Context: an optimization exercise on an open-source flow, tuned for small area, a short achievable clock period and few clock cycles per item. The choices shown serve that exercise and are no tape-out recipe. At most, simulation tests tie the RTL to the original design; equivalence was not proved. Power is estimated from default activity; no workload was simulated.

==> flow/design.v (excerpt) <==
module expu_accumulator #(
    parameter int EXP_BITS  = 8,
    parameter int MANT_BITS = 7,
    parameter int N_ROWS    = 8,
    parameter int ACC_WIDTH = 32,
    parameter int ACC_FRAC  = 16,
    localparam int WIDTH    = EXP_BITS + MANT_BITS + 1
) (
    input  logic                      clk_i,
    input  logic                      rst_ni,
    input  logic                      clear_i,
    input  logic                      enable_i,
    input  logic                      valid_i,
    output logic                      ready_o,
    input  logic [N_ROWS-1:0]         strb_i,
    input  logic [N_ROWS*WIDTH-1:0]   op_i,
    input  logic                      last_i,
    output logic [ACC_WIDTH-1:0]      sum_o,
    output logic                      overflow_o,
    output logic                      valid_o,
    input  logic                      ready_i
);
For scale: about 1400 cells after synthesis, ~42 flip-flops, ~180 I/O pins, about 13000 um2 of cells after synthesis.
export LEC_CHECK = 0
export CAP_MARGIN = 20
export CORE_MARGIN = 2
export CORE_UTILIZATION = 40
export CTS_BUF_LIST = sky130_fd_sc_hd__clkbuf_4 sky130_fd_sc_hd__clkbuf_8
export SLEW_MARGIN = 20
export SYNTH_HIERARCHICAL = 1
create_clock -name core_clock -period 22.0 [get_ports {clk_i}]
standard.sh (not shown) runs the stock make flow with config.mk's settings and CLKGATE_MAP_FILE= SYNTH_SCRIPT=/design/flow/synth_recipe.tcl, a recipe that flattens the netlist after the stock synthesis.
==> flow/flow/run.sh <==
#!/bin/bash
# The standard layout (standard.sh: the ORFS flow, standard synthesis included), with two
# changes: the input and output port buffers are the smallest plain buffer, buf_1, instead of the
# cell buffer_ports picks by itself (a 10 um2 delay buffer); and timing repair aims at a setup
# slack of 12.7 ns on the design's clock, so that it speeds up the critical paths.
set -euo pipefail
export BUFFER_PORTS_ARGS="-buffer_cell sky130_fd_sc_hd__buf_1"
export SETUP_SLACK_MARGIN=12.7
bash standard.sh > standard_make.log 2>&1
Change:
--- a/flow/design.v
+++ b/flow/design.v
@@ -12,32 +12,16 @@
     input  logic a,
     input  logic b,
     output logic s,
     output logic co
 );
     assign s  = a ^ b;
     assign co = a & b;
 endmodule
-module expu_ready (
-    input  logic enable,
-    input  logic clear,
-    input  logic busy,
-    input  logic ready_in,
-    output logic ready
-);
-    assign ready = enable & ~clear & (~busy | ready_in);
-endmodule
-module expu_gate5 (
-    input  logic [4:0] pre,
-    input  logic       en,
-    output logic [4:0] oh
-);
-    assign oh = pre & {5{en}};
-endmodule
 module expu_or8 (
     input  logic [7:0] a,
     output logic       y
 );
     assign y = |a;
 endmodule
 module expu_add4_lo (
     input  logic [3:0] a,
@@ -138,61 +122,54 @@
     logic [N_ROWS-1:0]    lane_sat;
     logic [ACC_WIDTH-1:0] lane_val [N_ROWS];
     logic [ACC_WIDTH-1:0] acc_base, row_a, row_b, total;
     logic [N_BLK-1:1]     cy_base, cy_d;
     logic                 tree_high, ovf_early, ovf_d;
     logic [ACC_WIDTH-1:0] res;
     logic                 res_carry, res_ovf;
     assign handover = valid_q & ready_i & enable_i & ~clear_i;
-    expu_ready u_ready (
-        .enable   (enable_i),
-        .clear    (clear_i),
-        .busy     (valid_q),
-        .ready_in (ready_i),
-        .ready    (ready_o)
-    );
-    assign accept   = valid_i & enable_i & ~clear_i & (~valid_q | ready_i);
+    assign ready_o  = enable_i & ~clear_i & (~valid_q | ready_i);
+    assign accept   = valid_i & ready_o;
     assign keep     = part_q | (valid_q & ~handover);
     assign acc_base = acc_q & {ACC_WIDTH{keep}};
     assign cy_base  = cy_q & {(N_BLK-1){keep}};
     for (genvar i = 0; i < N_ROWS; i++) begin : g_lane
         logic [15:0] x;
         logic [7:0]  e;
         logic        on;
         logic [8:0]  g;
         logic [10:0] h;
         logic [14:0] f;
-        logic [4:0]  pre, oh;
+        logic [4:0]  oh;
         assign x  = op_i[i*WIDTH +: WIDTH];
         assign e  = x[14:7];
-        assign on = strb_i[i] & ~x[15];
-        assign lane_sat[i] = accept & on & (e >= 8'd143);
+        assign on = accept & strb_i[i] & ~x[15];
+        assign lane_sat[i] = on & (e >= 8'd143);
         assign g[0] = x[0] & ~e[0];
         for (genvar k = 1; k < 7; k++) begin : g_g
             assign g[k] = e[0] ? x[k-1] : x[k];
         end
         assign g[7] = e[0] ? x[6] : 1'b1;
         assign g[8] = e[0];
         for (genvar k = 0; k < 11; k++) begin : g_h
             if (k < 2)      assign h[k] = g[k] & ~e[1];
             else if (k < 9) assign h[k] = e[1] ? g[k-2] : g[k];
             else            assign h[k] = g[k-2] & e[1];
         end
         for (genvar k = 0; k < 15; k++) begin : g_f
             if (k < 4)       assign f[k] = h[k] & ~e[2];
             else if (k < 11) assign f[k] = e[2] ? h[k-4] : h[k];
             else             assign f[k] = h[k-4] & e[2];
         end
-        assign pre[0] = on & (e == 8'd111);
-        assign pre[1] = on & (e[7:3] == 5'd14);
-        assign pre[2] = on & (e[7:3] == 5'd15);
-        assign pre[3] = on & (e[7:3] == 5'd16);
-        assign pre[4] = on & (e[7:3] == 5'd17) & (e[2:0] != 3'd7);
-        expu_gate5 u_gate (.pre(pre), .en(accept), .oh(oh));
+        assign oh[0] = on & (e == 8'd111);
+        assign oh[1] = on & (e[7:3] == 5'd14);
+        assign oh[2] = on & (e[7:3] == 5'd15);
+        assign oh[3] = on & (e[7:3] == 5'd16);
+        assign oh[4] = on & (e[7:3] == 5'd17) & (e[2:0] != 3'd7);
         for (genvar j = 0; j < ACC_WIDTH; j++) begin : g_val
             logic t;
             always_comb begin
                 t = 1'b0;
                 for (int k = 0; k < 5; k++)
                     if (j + 14 - 8*k >= 0 && j + 14 - 8*k <= 14) t = t | (oh[k] & f[j + 14 - 8*k]);
             end
             assign lane_val[i][j] = t;
After rerunning: Clock-buffer cell count is unchanged; global-route usage is higher by 0.93 points; via count came out higher by 0.83%; flip-flop and latch count stays the same; maximum frequency drops by 0.32%; wire length decreases by 0.73%; final area decreases by 2.8%; hold slack is better by 0.039 ns; setup slack loses 0.030 ns; power came out higher by 7.3%; critical path depth came out higher by 1; non-clock buffer count rises by 4; synthesized cell count stays flat; clock power increases by 22%.
Testbench counts after the change, summed over its fixed seeds: cycles 4,808, items 4,800.
No functional check of the RTL was part of the first run of this note.


expu_accumulator with an RTL version that a note above also has.
Size in the first run: about 1,400 cells after synthesis, roughly 42 flip-flops, roughly 180 I/O pins.
// expu_accumulator
module expu_accumulator #(
    parameter int EXP_BITS  = 8,
    parameter int MANT_BITS = 7,
    parameter int N_ROWS    = 8,
    parameter int ACC_WIDTH = 32,
    parameter int ACC_FRAC  = 16,
    localparam int WIDTH    = EXP_BITS + MANT_BITS + 1
) (
    input  logic                      clk_i,
    input  logic                      rst_ni,
    input  logic                      clear_i,
    input  logic                      enable_i,
    input  logic                      valid_i,
    output logic                      ready_o,
    input  logic [N_ROWS-1:0]         strb_i,
    input  logic [N_ROWS*WIDTH-1:0]   op_i,
    input  logic                      last_i,
    output logic [ACC_WIDTH-1:0]      sum_o,
    output logic                      overflow_o,
    output logic                      valid_o,
    input  logic                      ready_i
);
    localparam int BLK   = 4;                   
    localparam int N_BLK = ACC_WIDTH / BLK;
    logic                 valid_q, part_q, ovf_q;
    logic [ACC_WIDTH-1:0] acc_q;                
    logic [N_BLK-1:1]     cy_q;                 
    logic                 handover, accept, keep;
    logic [N_ROWS-1:0]    lane_sat;
    logic [ACC_WIDTH-1:0] lane_val [N_ROWS];
    logic [ACC_WIDTH-1:0] acc_base, row_a, row_b, total;
    logic [N_BLK-1:1]     cy_base, cy_d;
    logic                 tree_high, ovf_early, ovf_d;
    logic [ACC_WIDTH-1:0] res;
    logic                 res_carry, res_ovf;
    assign handover = valid_q & ready_i & enable_i & ~clear_i;
    assign ready_o  = enable_i & ~clear_i & (~valid_q | ready_i);
    assign accept   = valid_i & ready_o;
    assign keep     = part_q | (valid_q & ~handover);
    assign acc_base = acc_q & {ACC_WIDTH{keep}};
    assign cy_base  = cy_q & {(N_BLK-1){keep}};
    for (genvar i = 0; i < N_ROWS; i++) begin : g_lane
        logic [15:0] x;
        logic [7:0]  e;
        logic        on;
        logic [8:0]  g;
        logic [10:0] h;
        logic [14:0] f;
        logic [4:0]  oh;
  ...
clock: 22.0 ns
lec_check: 0
cap_margin: 20
core_margin: 2
core_utilization: 40
cts_buf_list: sky130_fd_sc_hd__clkbuf_4 sky130_fd_sc_hd__clkbuf_8
slew_margin: 20
synth_hierarchical: 1
==> flow/flow/run.sh <==
#!/bin/bash
# The standard layout (standard.sh: the ORFS flow, standard synthesis included), with two
# changes: the input and output port buffers are the smallest plain buffer, buf_1, instead of the
# cell buffer_ports picks by itself (a 10 um2 delay buffer); and timing repair aims at a setup
# slack of 12.6 ns on the design's clock, so that it speeds up the critical paths.
set -euo pipefail
export BUFFER_PORTS_ARGS="-buffer_cell sky130_fd_sc_hd__buf_1"
export SETUP_SLACK_MARGIN=12.6
bash standard.sh > standard_make.log 2>&1
Testbench counts at the start, summed over its fixed seeds: cycles 4,808, items 4,800.
Rerun with:
--- a/flow/design.v
+++ b/flow/design.v
@@ -11,18 +11,35 @@
 module expu_ha (
     input  logic a,
     input  logic b,
     output logic s,
     output logic co
 );
     assign s  = a ^ b;
     assign co = a & b;
 endmodule
+module expu_result (
+    input  logic [31:0] acc,
+    input  logic [7:1]  cy,
+    input  logic        ovf,
+    output logic [31:0] sum,
+    output logic        sat
+);
+    logic [31:0] cy_vec, res;
+    logic        carry;
+    always_comb begin
+        cy_vec = '0;
+        for (int k = 1; k < 8; k++) cy_vec[4*k] = cy[k];
+    end
+    assign {carry, res} = {1'b0, acc} + {1'b0, cy_vec};
+    assign sat = ovf | carry;
+    assign sum = res | {32{sat}};
+endmodule
 module expu_or8 (
     input  logic [7:0] a,
     output logic       y
 );
     assign y = |a;
 endmodule
 module expu_add4_lo (
     input  logic [3:0] a,
     input  logic [3:0] b,
@@ -118,20 +135,18 @@
     logic                 valid_q, part_q, ovf_q;
     logic [ACC_WIDTH-1:0] acc_q;                
     logic [N_BLK-1:1]     cy_q;                 
     logic                 handover, accept, keep;
     logic [N_ROWS-1:0]    lane_sat;
     logic [ACC_WIDTH-1:0] lane_val [N_ROWS];
     logic [ACC_WIDTH-1:0] acc_base, row_a, row_b, total;
     logic [N_BLK-1:1]     cy_base, cy_d;
     logic                 tree_high, ovf_early, ovf_d;
-    logic [ACC_WIDTH-1:0] res;
-    logic                 res_carry, res_ovf;
     assign handover = valid_q & ready_i & enable_i & ~clear_i;
     assign ready_o  = enable_i & ~clear_i & (~valid_q | ready_i);
     assign accept   = valid_i & ready_o;
     assign keep     = part_q | (valid_q & ~handover);
     assign acc_base = acc_q & {ACC_WIDTH{keep}};
     assign cy_base  = cy_q & {(N_BLK-1){keep}};
     for (genvar i = 0; i < N_ROWS; i++) begin : g_lane
         logic [15:0] x;
         logic [7:0]  e;
@@ -482,20 +497,18 @@
                 valid_q <= 1'b0;
             end
             ovf_q <= ovf_d;
         end
     end
     always_ff @(posedge clk_i) begin
         acc_q <= total;
         cy_q  <= cy_d;
     end
-    always_comb begin
-        logic [ACC_WIDTH-1:0] cy_vec;
-        cy_vec = '0;
-        for (int k = 1; k < N_BLK; k++) cy_vec[BLK*k] = cy_q[k];
-        {res_carry, res} = {1'b0, acc_q} + {1'b0, cy_vec};
-    end
-    assign res_ovf = ovf_q | res_carry;
-    assign sum_o      = res | {ACC_WIDTH{res_ovf}};
-    assign overflow_o = res_ovf;
+    expu_result u_result (
+        .acc (acc_q),
+        .cy  (cy_q),
+        .ovf (ovf_q),
+        .sum (sum_o),
+        .sat (overflow_o)
+    );
     assign valid_o    = valid_q;
 endmodule
=> The changed run finished with timing, DRC and antenna clean. Worst hold slack degrades by 10 ps. Total power rose by 8.6%. Global-route usage fell by 0.18 points. Via count rose by 1.4%. Critical path depth stays the same. Sequential power barely changes. First-iteration DRC count fell by 8.7%. Wire length rose by 1.1%. Clock-buffer cell count rose by 1.
Only the layout flow was run in the second run of this note; the RTL was not checked for function there.

-- port drivers added, routing unchanged --
The flow's constraints put no driver on any port. The routed layouts listed below were extracted and timed again, unchanged, in two steps.
Step 1, drivers: a clkbuf_16 drives clk_i and a buf_2 each remaining input, both assumed.
Step 2 also shifts input and output timing later by t, the mid clock arrival at the registers, as if the neighbouring blocks saw the same clock.
a / b / c = no drivers / after step 1 / after step 2; a / b = the first two.
run	t, ns	slack for setup (ns)	cell pins on the clock port's net
the first run of note 1	0.338	12.747 / 12.724 / 12.687	1
the second run of note 1	0.340	12.717 / 12.686 / 12.546	1
the first run of note 2	0.342	12.671 / 12.651 / 12.401	1
the second run of note 2	0.367	12.662 / 12.641 / 12.520	1
After both steps setup and hold are still met in every run listed. The setup slack of the first run of note 2, which loses most, moves by -0.020 ns with the drivers and by -0.270 ns with both steps.
